Background: an optimization exercise with open tools, aiming at small area. Do not read the settings as production practice.
At most, simulation tests tie the RTL to the original design; equivalence was not proved.
Power figures rest on the tool's default switching activity, not on a simulated workload.

==> flow/design.v <==
package imem_loader_pkg;
   localparam logic [31:0] NOP_INSTR = 32'h0000_0013;   
   localparam int unsigned HDR_BYTES = 2;
endpackage
module imem_array (
   input  logic        clk,
   input  logic [2:0]  c3,          
   input  logic [4:0]  c5,          
   input  logic [3:0]  t,           
   input  logic [1:0]  u,           
   input  logic        q15,         
   input  logic        q16,         
   input  logic [3:0]  lane_got,    
   input  logic [15:0] p_we,        
   input  logic [7:0]  wbyte,
   input  logic [5:0]  ridx,        
   input  logic        from_p,      
   input  logic        rd_en,       
   output logic [31:0] rdata   
);
   logic [7:0]   p    [16];
   logic [119:0] ring [16];
   logic         t_lo, t_hi;
   assign t_lo = (t == 4'd0);
   assign t_hi = (t == 4'd14);
   logic [2:0]  m3, p3;
   logic [4:0]  m5, p5;
   logic [14:0] posq;
   logic [3:0]  cls;
   logic [63:0] sn;      
   always_comb begin
      m3 = '0;
      m5 = '0;
      for (int v = 0; v < 16; v++) begin
         if (ridx[5:2] == 4'(v)) begin
            m3[v % 3] = 1'b1;
            m5[v % 5] = 1'b1;
         end
      end
      for (int i = 0; i < 3; i++) begin
         p3[i] = 1'b0;
         for (int k = 0; k < 3; k++) p3[i] = p3[i] | (m3[k] & c3[(i - k + 3) % 3]);
      end
      for (int i = 0; i < 5; i++) begin
         p5[i] = 1'b0;
         for (int k = 0; k < 5; k++) p5[i] = p5[i] | (m5[k] & c5[(i - k + 5) % 5]);
      end
      for (int q = 0; q < 15; q++)
         posq[q] = p3[q % 3] & p5[q % 5];
      for (int k = 0; k < 4; k++)
         cls[k] = (ridx[1:0] == 2'(k));
      for (int k = 0; k < 64; k++) begin
         if (k % 16 == 15) sn[k] = ~(cls[k / 16] & from_p);
         else              sn[k] = ~(cls[k / 16] & posq[k % 16] & ~from_p);
      end
   end
   genvar j, r;
   generate
      for (j = 0; j < 4; j++) begin : g_lane
         for (r = 0; r < 4; r++) begin : g_cls
            localparam int K = j * 4 + r;
            logic older;   
            logic wr;
            assign older = lane_got[j] ? (u < 2'(r)) : (u <= 2'(r));   
            assign wr    = (older ? t_lo : t_hi) & ~(q16 | (q15 & ~older));
            always_ff @(posedge clk) begin
               if (p_we[K]) p[K] <= wbyte;
               ring[K] <= {ring[K][111:0], wr ? p[K] : ring[K][119:112]};
            end
         end
         for (genvar b = 0; b < 8; b++) begin : g_bit
            logic [63:0] d;
            for (genvar k = 0; k < 64; k++) begin : g_d
               if (k % 16 == 15) assign d[k] = p[j*4 + k/16][b];
               else              assign d[k] = ring[j*4 + k/16][8*(k%16) + b];
            end
            if ((8*j + b) == 0 || (8*j + b) == 1 || (8*j + b) == 4) begin : g_one
               imem_rd_bit #(.EN(1'b0)) u_rd (.sn(sn), .d(d), .en(rd_en), .y(rdata[8*j + b]));
            end else begin : g_zero
               imem_rd_bit #(.EN(1'b1)) u_rd (.sn(sn), .d(d), .en(rd_en), .y(rdata[8*j + b]));
            end
         end
      end
   endgenerate
endmodule
module imem_rd_bit #(
   parameter bit EN = 1'b0
) (
   input  logic [63:0] sn,
   input  logic [63:0] d,
   input  logic        en,
   output logic        y
);
   logic [31:0] l1;   
   logic [7:0]  l2;   
   logic [1:0]  l3;   
   for (genvar k = 0; k < 32; k++) begin : g_l1
      imem_o22ai u (.a1(sn[2*k]), .a2(d[2*k]), .b1(sn[2*k+1]), .b2(d[2*k+1]), .y(l1[k]));
   end
   for (genvar k = 0; k < 8; k++) begin : g_l2
      imem_nor4 u (.a(l1[4*k]), .b(l1[4*k+1]), .c(l1[4*k+2]), .d(l1[4*k+3]), .y(l2[k]));
   end
   for (genvar k = 0; k < 2; k++) begin : g_l3
      imem_nand4 u (.a(l2[4*k]), .b(l2[4*k+1]), .c(l2[4*k+2]), .d(l2[4*k+3]), .y(l3[k]));
   end
   if (EN) begin : g_en
      imem_nor3 u (.a(l3[0]), .b(l3[1]), .c(~en), .y(y));
   end else begin : g_one
      imem_o21ai u (.a1(l3[0]), .a2(l3[1]), .b1(en), .y(y));
   end
endmodule
module imem_o22ai (input logic a1, a2, b1, b2, output logic y);
   assign y = ~((a1 | a2) & (b1 | b2));
endmodule
module imem_nor4 (input logic a, b, c, d, output logic y);
   assign y = ~(a | b | c | d);
endmodule
module imem_nand4 (input logic a, b, c, d, output logic y);
   assign y = ~(a & b & c & d);
endmodule
module imem_nor3 (input logic a, b, c, output logic y);
   assign y = ~(a | b | c);
endmodule
module imem_o21ai (input logic a1, a2, b1, output logic y);
   assign y = ~((a1 | a2) & b1);
endmodule
module imem_loader #(
   parameter int DEPTH = 64,
   parameter int AW    = $clog2(DEPTH)
) (
   input  logic          clk,
   input  logic          reset,
   input  logic [7:0]    rx_data,
   input  logic          rx_valid,
   output logic          rx_ready,
   input  logic [31:0]   PC,
   output logic [31:0]   Instr,
   output logic          cpu_reset,
   output logic          load_done,
   output logic          load_err,
   output logic [AW:0]   words_loaded
);
   logic        hi, dat, done, err;
   logic [7:0]  lo;
   logic [6:0]  widx;
   logic [1:0]  bsel;
   logic [2:0]  c3;
   logic [4:0]  c5;
   logic [3:0]  t;
   logic        xfer, wcomp, inc_q;
   logic [15:0] hdr;
   logic [15:0] p_we;
   logic [3:0]  lane_got;
   logic [5:0]  ridx;
   logic        in_range, from_p;
   logic [31:0] rdata;
   logic        unused_pc;
   assign rx_ready  = ~(done | err);
   assign cpu_reset = ~done;
   assign load_done = done;
   assign load_err  = err;
   assign words_loaded = widx;
   assign xfer  = rx_valid & rx_ready;
   assign hdr   = {rx_data, lo};
   assign wcomp = xfer & dat & (bsel == 2'd3);
   assign inc_q = wcomp & (widx[1:0] == 2'd3);
   always_comb begin
      for (int k = 0; k < 16; k++)
         p_we[k] = xfer & dat & (bsel == 2'(k / 4)) & (widx[1:0] == 2'(k % 4));
      for (int k = 0; k < 4; k++)
         lane_got[k] = (bsel > 2'(k));
   end
   always_ff @(posedge clk or posedge reset) begin
      if (reset) begin
         hi   <= 1'b0;
         dat  <= 1'b0;
         done <= 1'b0;
         err  <= 1'b0;
         lo   <= '0;
         widx <= '0;
         bsel <= '0;
         c3   <= 3'b001;
         c5   <= 5'b00001;
         t    <= '0;
      end else begin
         c3 <= {c3[1:0], c3[2]};
         c5 <= {c5[3:0], c5[4]};
         if (inc_q) t <= (t >= 4'd13) ? t - 4'd13 : t + 4'd2;
         else       t <= (t == 4'd14) ? 4'd0 : t + 4'd1;
         if (xfer) begin
            if (!hi && !dat) begin
               if (!done && !err) begin
                  lo <= rx_data;
                  hi <= 1'b1;
               end
            end else if (hi) begin
               hi <= 1'b0;
               if (hdr == 16'd0)          done <= 1'b1;
               else if (hdr > 16'(DEPTH)) err  <= 1'b1;
               else                       dat  <= 1'b1;
            end else begin
               bsel <= bsel + 2'd1;
               if (bsel == 2'd3) begin
                  widx <= widx + 7'd1;
                  if (widx + 7'd1 == lo[6:0]) begin
                     dat  <= 1'b0;
                     done <= 1'b1;
                  end
               end
            end
         end
      end
   end
   assign ridx     = PC[AW+1:2];
   assign in_range = (PC[31:AW+2] == '0) && ({1'b0, ridx} < widx);
   assign from_p   = ({1'b0, ridx} + 7'd4) >= widx;   
   imem_array u_array (
      .clk      (clk),
      .c3       (c3),
      .c5       (c5),
      .t        (t),
      .u        (widx[1:0]),
      .q15      (widx[6:2] == 5'd15),
      .q16      (widx[6]),
      .lane_got (lane_got),
      .p_we     (p_we),
      .wbyte    (rx_data),
      .ridx     (ridx),
      .from_p   (from_p),
      .rd_en    (done & in_range),
      .rdata    (rdata)
   );
   assign Instr     = rdata;   
   assign unused_pc = &{1'b0, PC[1:0]};
endmodule
export LEC_CHECK = 0
export CAP_MARGIN = 20
export CORE_MARGIN = 2
export CORE_UTILIZATION = 70
export SLEW_MARGIN = 20
export SYNTH_HIERARCHICAL = 1
export SYNTH_MINIMUM_KEEP_SIZE = 0
create_clock -name core_clock -period 8.0 [get_ports {clk}]
standard.sh (not shown) runs the stock make flow with config.mk's settings and CLKGATE_MAP_FILE= SYNTH_SCRIPT=/design/flow/synth_recipe.tcl, a recipe that flattens the netlist after the stock synthesis.
==> flow/flow/run.sh <==
#!/bin/bash
# Own layout flow: the standard ORFS flow (standard.sh) with a few options
# changed through make variables. Each tool's full log stays under orfs/logs/;
# make's own output goes to standard.log here.
set -uo pipefail
cd "$(dirname "$0")/.."
F=$(pwd)/flow
bash standard.sh \
  POST_SYNTH_TCL=$F/downsize_nor.tcl \
  BUFFER_PORTS_ARGS="-buffer_cell sky130_fd_sc_hd__buf_1" \
  CTS_ARGS="-sink_clustering_enable -repair_clock_nets -dont_use_dummy_load -sink_clustering_size 25 -sink_clustering_max_diameter 100 -buf_list sky130_fd_sc_hd__clkbuf_16" \
  finish > standard.log 2>&1
==> flow/flow/downsize_nor.tcl <==
# Synthesis gives the read tree's 4- and 3-input NORs double drive strength;
# start them at the smallest size and let the repair steps size up where needed.
set ndown 0
foreach inst [[ord::get_db_block] getInsts] {
  set m [[$inst getMaster] getName]
  if {[regexp {^(sky130_fd_sc_hd__nor[34])_2$} $m -> base]} {
    replace_cell [$inst getName] ${base}_1
    incr ndown
  }
}
puts "downsize_nor.tcl: $ndown cells downsized"
The starting point passed the timing, DRC and antenna checks.
==> next run, changes <==
--- a/flow/design.v
+++ b/flow/design.v
@@ -12,11 +12,11 @@
    input  logic        q16,         
    input  logic [3:0]  lane_got,    
    input  logic [15:0] p_we,        
    input  logic [7:0]  wbyte,
    input  logic [5:0]  ridx,        
-   input  logic        from_p,      
+   input  logic [15:0] lq,          
    input  logic        rd_en,       
    output logic [31:0] rdata   
 );
    logic [7:0]   p    [16];
    logic [119:0] ring [16];
@@ -25,10 +25,11 @@
    assign t_hi = (t == 4'd14);
    logic [2:0]  m3, p3;
    logic [4:0]  m5, p5;
    logic [14:0] posq;
    logic [3:0]  cls;
+   logic [3:0]  latest;   
    logic [63:0] sn;      
    always_comb begin
       m3 = '0;
       m5 = '0;
       for (int v = 0; v < 16; v++) begin
@@ -45,15 +46,17 @@
          p5[i] = 1'b0;
          for (int k = 0; k < 5; k++) p5[i] = p5[i] | (m5[k] & c5[(i - k + 5) % 5]);
       end
       for (int q = 0; q < 15; q++)
          posq[q] = p3[q % 3] & p5[q % 5];
-      for (int k = 0; k < 4; k++)
-         cls[k] = (ridx[1:0] == 2'(k));
+      for (int k = 0; k < 4; k++) begin
+         cls[k]    = (ridx[1:0] == 2'(k));
+         latest[k] = (ridx[5:2] == lq[4*k +: 4]);
+      end
       for (int k = 0; k < 64; k++) begin
-         if (k % 16 == 15) sn[k] = ~(cls[k / 16] & from_p);
-         else              sn[k] = ~(cls[k / 16] & posq[k % 16] & ~from_p);
+         if (k % 16 == 15) sn[k] = ~(cls[k / 16] & latest[k / 16]);
+         else              sn[k] = ~(cls[k / 16] & posq[k % 16] & ~latest[k / 16]);
       end
    end
    genvar j, r;
    generate
       for (j = 0; j < 4; j++) begin : g_lane
@@ -150,11 +153,12 @@
    logic        xfer, wcomp, inc_q;
    logic [15:0] hdr;
    logic [15:0] p_we;
    logic [3:0]  lane_got;
    logic [5:0]  ridx;
-   logic        in_range, from_p;
+   logic        in_range;
+   logic [15:0] lq;
    logic [31:0] rdata;
    logic        unused_pc;
    assign rx_ready  = ~(done | err);
    assign cpu_reset = ~done;
    assign load_done = done;
@@ -211,11 +215,14 @@
          end
       end
    end
    assign ridx     = PC[AW+1:2];
    assign in_range = (PC[31:AW+2] == '0) && ({1'b0, ridx} < widx);
-   assign from_p   = ({1'b0, ridx} + 7'd4) >= widx;   
+   always_comb begin
+      for (int k = 0; k < 4; k++)
+         lq[4*k +: 4] = (2'(k) < widx[1:0]) ? widx[5:2] : widx[5:2] - 4'd1;
+   end
    imem_array u_array (
       .clk      (clk),
       .c3       (c3),
       .c5       (c5),
       .t        (t),
@@ -224,11 +231,11 @@
       .q16      (widx[6]),
       .lane_got (lane_got),
       .p_we     (p_we),
       .wbyte    (rx_data),
       .ridx     (ridx),
-      .from_p   (from_p),
+      .lq       (lq),
       .rd_en    (done & in_range),
       .rdata    (rdata)
    );
    assign Instr     = rdata;   
    assign unused_pc = &{1'b0, PC[1:0]};
=>
- via count came out higher by 0.41%
- routed wire length came out higher by about 1.5%
- core utilization stays flat
- fmax barely changes
- sequential power stays flat
- setup slack gets better by 6.6 ps
- flip-flop and latch count stays the same
- clock skew came out lower by 32 ps
- non-clock buffer count came out lower by 16
- final cell count came out higher by 0.31%
- first-iteration DRC count came out higher by about 5.6%
- final area stays flat
For the second run of this note, only the layout was checked, not whether the RTL still works.

## afterwards: timing with drivers on the ports
Ports are ideal in the flow. The routed layouts listed here were re-timed in OpenROAD.
Step 1: set_driving_cell puts a clkbuf_16 on clk and a buf_2 on each other input, an assumption about the parent block.
Step 2 adds t to the input delays and takes it off the output delays; t is the mean of the earliest and latest rising clock arrival at the registers after step 1. Input paths then give back, and output paths get back, about the clock's delay inside the block.
a / b / c = no drivers / after step 1 / after step 2; a / b = the first two.
run | t, ns | setup slack, ns | worst data-port slew with drivers (ns)
the first run | 0.732 | 0.242 / 0.208 / 0.208 | 0.04
the second run | 0.728 | 0.249 / 0.225 / 0.225 | 0.04
After both steps setup and hold are still met in every run listed. The setup slack of the first run, which loses most, moves by -0.034 ns with the drivers and by -0.034 ns with both steps.
